This is an optimization exercise on Yosys and OpenROAD, whose aim is small area, not a production implementation.
Only simulation tests tie the RTL to the original design; equivalence was not proved.
Power figures rest on the tool's default switching activity, not on a simulated workload.

==> flow/design.v <==
module xgmii_crossbar_n #(
  parameter int NUM_PORTS = 4,
  parameter int CNT_W     = 16,
  localparam int IDX_W    = (NUM_PORTS > 2) ? $clog2(NUM_PORTS) : 1
) (
  input  logic                         clk,
  input  logic                         reset,
  input  logic [8*NUM_PORTS-1:0]       eth_in_xgmii_ctrl,
  input  logic [64*NUM_PORTS-1:0]      eth_in_xgmii_data,
  input  logic [IDX_W*NUM_PORTS-1:0]   route_map,
  output logic [8*NUM_PORTS-1:0]       eth_out_xgmii_ctrl,
  output logic [64*NUM_PORTS-1:0]      eth_out_xgmii_data,
  output logic [CNT_W*NUM_PORTS-1:0]   drop_cnt,
  output logic [CNT_W*NUM_PORTS-1:0]   err_cnt,
  output logic [NUM_PORTS-1:0]         fwd_state
);
  logic [NUM_PORTS-1:0] sof, eof;
  for (genvar i = 0; i < NUM_PORTS; i++) begin : g_delim
    logic [7:0] fd;
    for (genvar k = 0; k < 8; k++) begin : g_lane
      assign fd[k] = eth_in_xgmii_ctrl[8*i+k] && (eth_in_xgmii_data[64*i+8*k +: 8] == 8'hFD);
    end
    assign sof[i] = eth_in_xgmii_ctrl[8*i] && (eth_in_xgmii_data[64*i +: 8] == 8'hFB);
    assign eof[i] = |fd;
  end
  logic [8*NUM_PORTS-1:0]  ictrl_q;
  logic [64*NUM_PORTS-1:0] idata_q;
  always_ff @(posedge clk) begin
    ictrl_q <= eth_in_xgmii_ctrl;
    idata_q <= eth_in_xgmii_data;
  end
  logic [2*NUM_PORTS-1:0]     mode_q;
  logic [IDX_W*NUM_PORTS-1:0] last_q;
  logic [NUM_PORTS-1:0]       fwd;
  logic [NUM_PORTS-1:0]       drop_q;
  logic [NUM_PORTS-1:0] busy, fresh, granted, lost;
  for (genvar e = 0; e < NUM_PORTS; e++) begin : g_fwd
    assign fwd[e] = mode_q[2*e+1] & mode_q[2*e];
  end
  for (genvar i = 0; i < NUM_PORTS; i++) begin : g_busy
    logic [NUM_PORTS-1:0] hit;
    for (genvar e = 0; e < NUM_PORTS; e++) begin : g_e
      assign hit[e] = fwd[e] && (last_q[IDX_W*e +: IDX_W] == IDX_W'(i));
    end
    assign busy[i] = |hit;
  end
  assign fresh = sof & ~drop_q;
  logic [NUM_PORTS*NUM_PORTS-1:0] gnt;   
  for (genvar e = 0; e < NUM_PORTS; e++) begin : g_egress
    logic [NUM_PORTS-1:0] req;
    logic [IDX_W-1:0]     lq, w;
    logic [NUM_PORTS:0]   fnd;
    logic [IDX_W-1:0]     wsel [NUM_PORTS+1];
    logic                 found, abort;
    logic [1:0]           mode_d;
    logic [IDX_W-1:0]     last_d;
    logic [CNT_W-1:0]     dcnt_q, ecnt_q;
    logic [3:0]           inc [NUM_PORTS+1];
    logic [NUM_PORTS-1:0] sel;
    logic                 f_idle, f_err, f_any;
    assign lq = last_q[IDX_W*e +: IDX_W];
    for (genvar i = 0; i < NUM_PORTS; i++) begin : g_req
      assign req[i] = fresh[i] && !busy[i] && (route_map[IDX_W*i +: IDX_W] == IDX_W'(e));
    end
    assign fnd[0]  = 1'b0;
    assign wsel[0] = lq;
    for (genvar k = 1; k <= NUM_PORTS; k++) begin : g_rr
      logic [IDX_W-1:0] c;
      assign c       = lq + IDX_W'(k);
      assign fnd[k]  = fnd[k-1] | req[c];
      assign wsel[k] = fnd[k-1] ? wsel[k-1] : c;
    end
    assign found = fnd[NUM_PORTS] && !fwd[e];
    assign w     = wsel[NUM_PORTS];
    assign abort = fwd[e] && sof[lq];
    for (genvar i = 0; i < NUM_PORTS; i++) begin : g_gnt
      assign gnt[NUM_PORTS*e+i] = found && (w == IDX_W'(i));
    end
    always_comb begin
      last_d = lq;
      mode_d = 2'b00;
      if (fwd[e]) begin
        if (sof[lq]) mode_d = 2'b01;
        else         mode_d = {1'b1, !eof[lq]};
      end else if (found) begin
        last_d = w;
        mode_d = {1'b1, !eof[w]};
      end
    end
    assign inc[0] = 4'd0;
    for (genvar i = 0; i < NUM_PORTS; i++) begin : g_inc
      assign inc[i+1] = inc[i] + {3'b000, (lost[i] && (route_map[IDX_W*i +: IDX_W] == IDX_W'(e)))};
    end
    always_ff @(posedge clk or negedge reset) begin
      if (!reset) begin
        mode_q[2*e +: 2]          <= 2'b00;
        last_q[IDX_W*e +: IDX_W]  <= IDX_W'(NUM_PORTS - 1);
        dcnt_q <= '0;
        ecnt_q <= '0;
      end else begin
        mode_q[2*e +: 2]          <= mode_d;
        last_q[IDX_W*e +: IDX_W]  <= last_d;
        dcnt_q <= sat_add(dcnt_q, inc[NUM_PORTS]);
        ecnt_q <= sat_add(ecnt_q, {3'b000, abort});
      end
    end
    for (genvar i = 0; i < NUM_PORTS; i++) begin : g_sel
      assign sel[i] = mode_q[2*e+1] && (lq == IDX_W'(i));
    end
    assign f_any  = !mode_q[2*e+1];
    assign f_err  = f_any && mode_q[2*e];
    assign f_idle = f_any && !mode_q[2*e];
    logic [7:0]  oc;
    logic [63:0] od;
    always_comb begin
      oc = {8{f_any}};
      for (int k = 0; k < 8; k++) begin
        od[8*k]       = f_idle;
        od[8*k+1]     = f_any;
        od[8*k+2]     = f_any;
        od[8*k+3 +: 5] = {5{f_err}};
      end
      for (int i = 0; i < NUM_PORTS; i++) begin
        oc = oc | ({8{sel[i]}} & ictrl_q[8*i +: 8]);
        od = od | ({64{sel[i]}} & idata_q[64*i +: 64]);
      end
    end
    assign eth_out_xgmii_ctrl[8*e +: 8]   = oc;
    assign eth_out_xgmii_data[64*e +: 64] = od;
    assign drop_cnt[CNT_W*e +: CNT_W]     = dcnt_q;
    assign err_cnt[CNT_W*e +: CNT_W]      = ecnt_q;
    assign fwd_state[e] = fwd[e];
  end
  for (genvar i = 0; i < NUM_PORTS; i++) begin : g_grant
    logic [NUM_PORTS-1:0] hit;
    for (genvar e = 0; e < NUM_PORTS; e++) begin : g_e
      assign hit[e] = gnt[NUM_PORTS*e+i];
    end
    assign granted[i] = |hit;
  end
  assign lost = fresh & ~granted;
  always_ff @(posedge clk or negedge reset) begin
    if (!reset) drop_q <= '0;
    else        drop_q <= (drop_q | lost) & ~eof;
  end
  function automatic logic [CNT_W-1:0] sat_add(input logic [CNT_W-1:0] a,
                                               input logic [3:0] b);
    logic [CNT_W:0] sum;
    sum = {1'b0, a} + {{(CNT_W-3){1'b0}}, b};
    sat_add = sum[CNT_W] ? {CNT_W{1'b1}} : sum[CNT_W-1:0];
  endfunction
endmodule
clock: 8.0 ns
lec_check: 0
cap_margin: 20
core_margin: 2
core_utilization: 35
place_density: 0.6
slew_margin: 20
standard.sh (not shown) runs the stock make flow with config.mk's settings and CLKGATE_MAP_FILE= SYNTH_SCRIPT=/design/flow/synth_recipe.tcl, a recipe that flattens the netlist after the stock synthesis.
==> flow/flow/run.sh <==
#!/bin/bash
set -euo pipefail
bash standard.sh "BUFFER_PORTS_ARGS=-buffer_cell sky130_fd_sc_hd__buf_1" \
  "CTS_ARGS=-sink_clustering_enable -repair_clock_nets -dont_use_dummy_load" \
  finish > flow_make.log 2>&1
The starting point passed the timing, DRC and antenna checks.
Change:
==> flow/run.sh (new file) <==
#!/bin/bash
# synth_recipe.tcl (not shown) runs the flow's synth.tcl, then flattens the netlist and writes it again
# the make line also repeats each setting of config.mk as NAME=value (left out here)
make -C /OpenROAD-flow-scripts/flow DESIGN_CONFIG=/design/flow/config.mk WORK_HOME=/design/flow/orfs CLKGATE_MAP_FILE= SYNTH_SCRIPT=/design/flow/synth_recipe.tcl finish
removed: flow/flow/run.sh
removed: flow/standard.sh
After rerunning: Final cell count climbs slightly. Die area stays the same. Final area rose by about a fifth. Sequential power stays flat.
Change:
==> flow/flow/run.sh (new file) <==
#!/bin/bash
set -euo pipefail
bash standard.sh "BUFFER_PORTS_ARGS=-buffer_cell sky130_fd_sc_hd__buf_1" \
  "CTS_ARGS=-sink_clustering_enable -repair_clock_nets -dont_use_dummy_load -buf_list sky130_fd_sc_hd__clkbuf_4" \
  finish > flow_make.log 2>&1
==> flow/standard.sh (new file) <==
#!/bin/bash
# synth_recipe.tcl (not shown) runs the flow's synth.tcl, then flattens the netlist and writes it again
# the make line also repeats each setting of config.mk as NAME=value (left out here)
make -C /OpenROAD-flow-scripts/flow DESIGN_CONFIG=/design/flow/config.mk WORK_HOME=/design/flow/orfs CLKGATE_MAP_FILE= SYNTH_SCRIPT=/design/flow/synth_recipe.tcl "${@:-finish}"
removed: flow/run.sh
Routed wire length decreases by a few percent.
Power decreases by about a fifth.
Final cell count increases slightly.
Clock power decreases by well over a third.
First-iteration DRC count increases slightly.
Cell area decreases by about a fifth.

[re-timing with driven ports]
No port has a modelled driver above. Below, the same layouts with a new extraction and two added sets of constraints. Step 1 (the two cells are an assumption about what drives the block):
set clk [get_ports {clk}]
set_driving_cell -lib_cell sky130_fd_sc_hd__clkbuf_16 $clk
set_driving_cell -lib_cell sky130_fd_sc_hd__buf_2 [delete_from_list [all_inputs] $clk]
Step 2 adds t to the input delays and takes it off the output delays; t is the mean of the earliest and latest rising clock arrival at the registers after step 1. Input paths then give back, and output paths get back, about the clock's delay inside the block. Slacks: no drivers / after step 1 / after step 2; pairs: no drivers / after step 1.
run | shift t [ns] | slack for setup (ns) | worst setup path at the end | pins driven straight from the clock port
the first run | 0.651 | 1.340 / 1.377 / 0.726 | input to register | 1
the second run | 0.663 | 1.180 / 1.187 / 0.524 | input to register | 1
the third run | 0.933 | 1.445 / 1.445 / 0.689 | input to register | 1
After both steps every run listed still meets setup and hold. For the third run, which loses most, drivers alone change the setup slack by 0.000 ns; drivers and shift together by -0.756 ns.
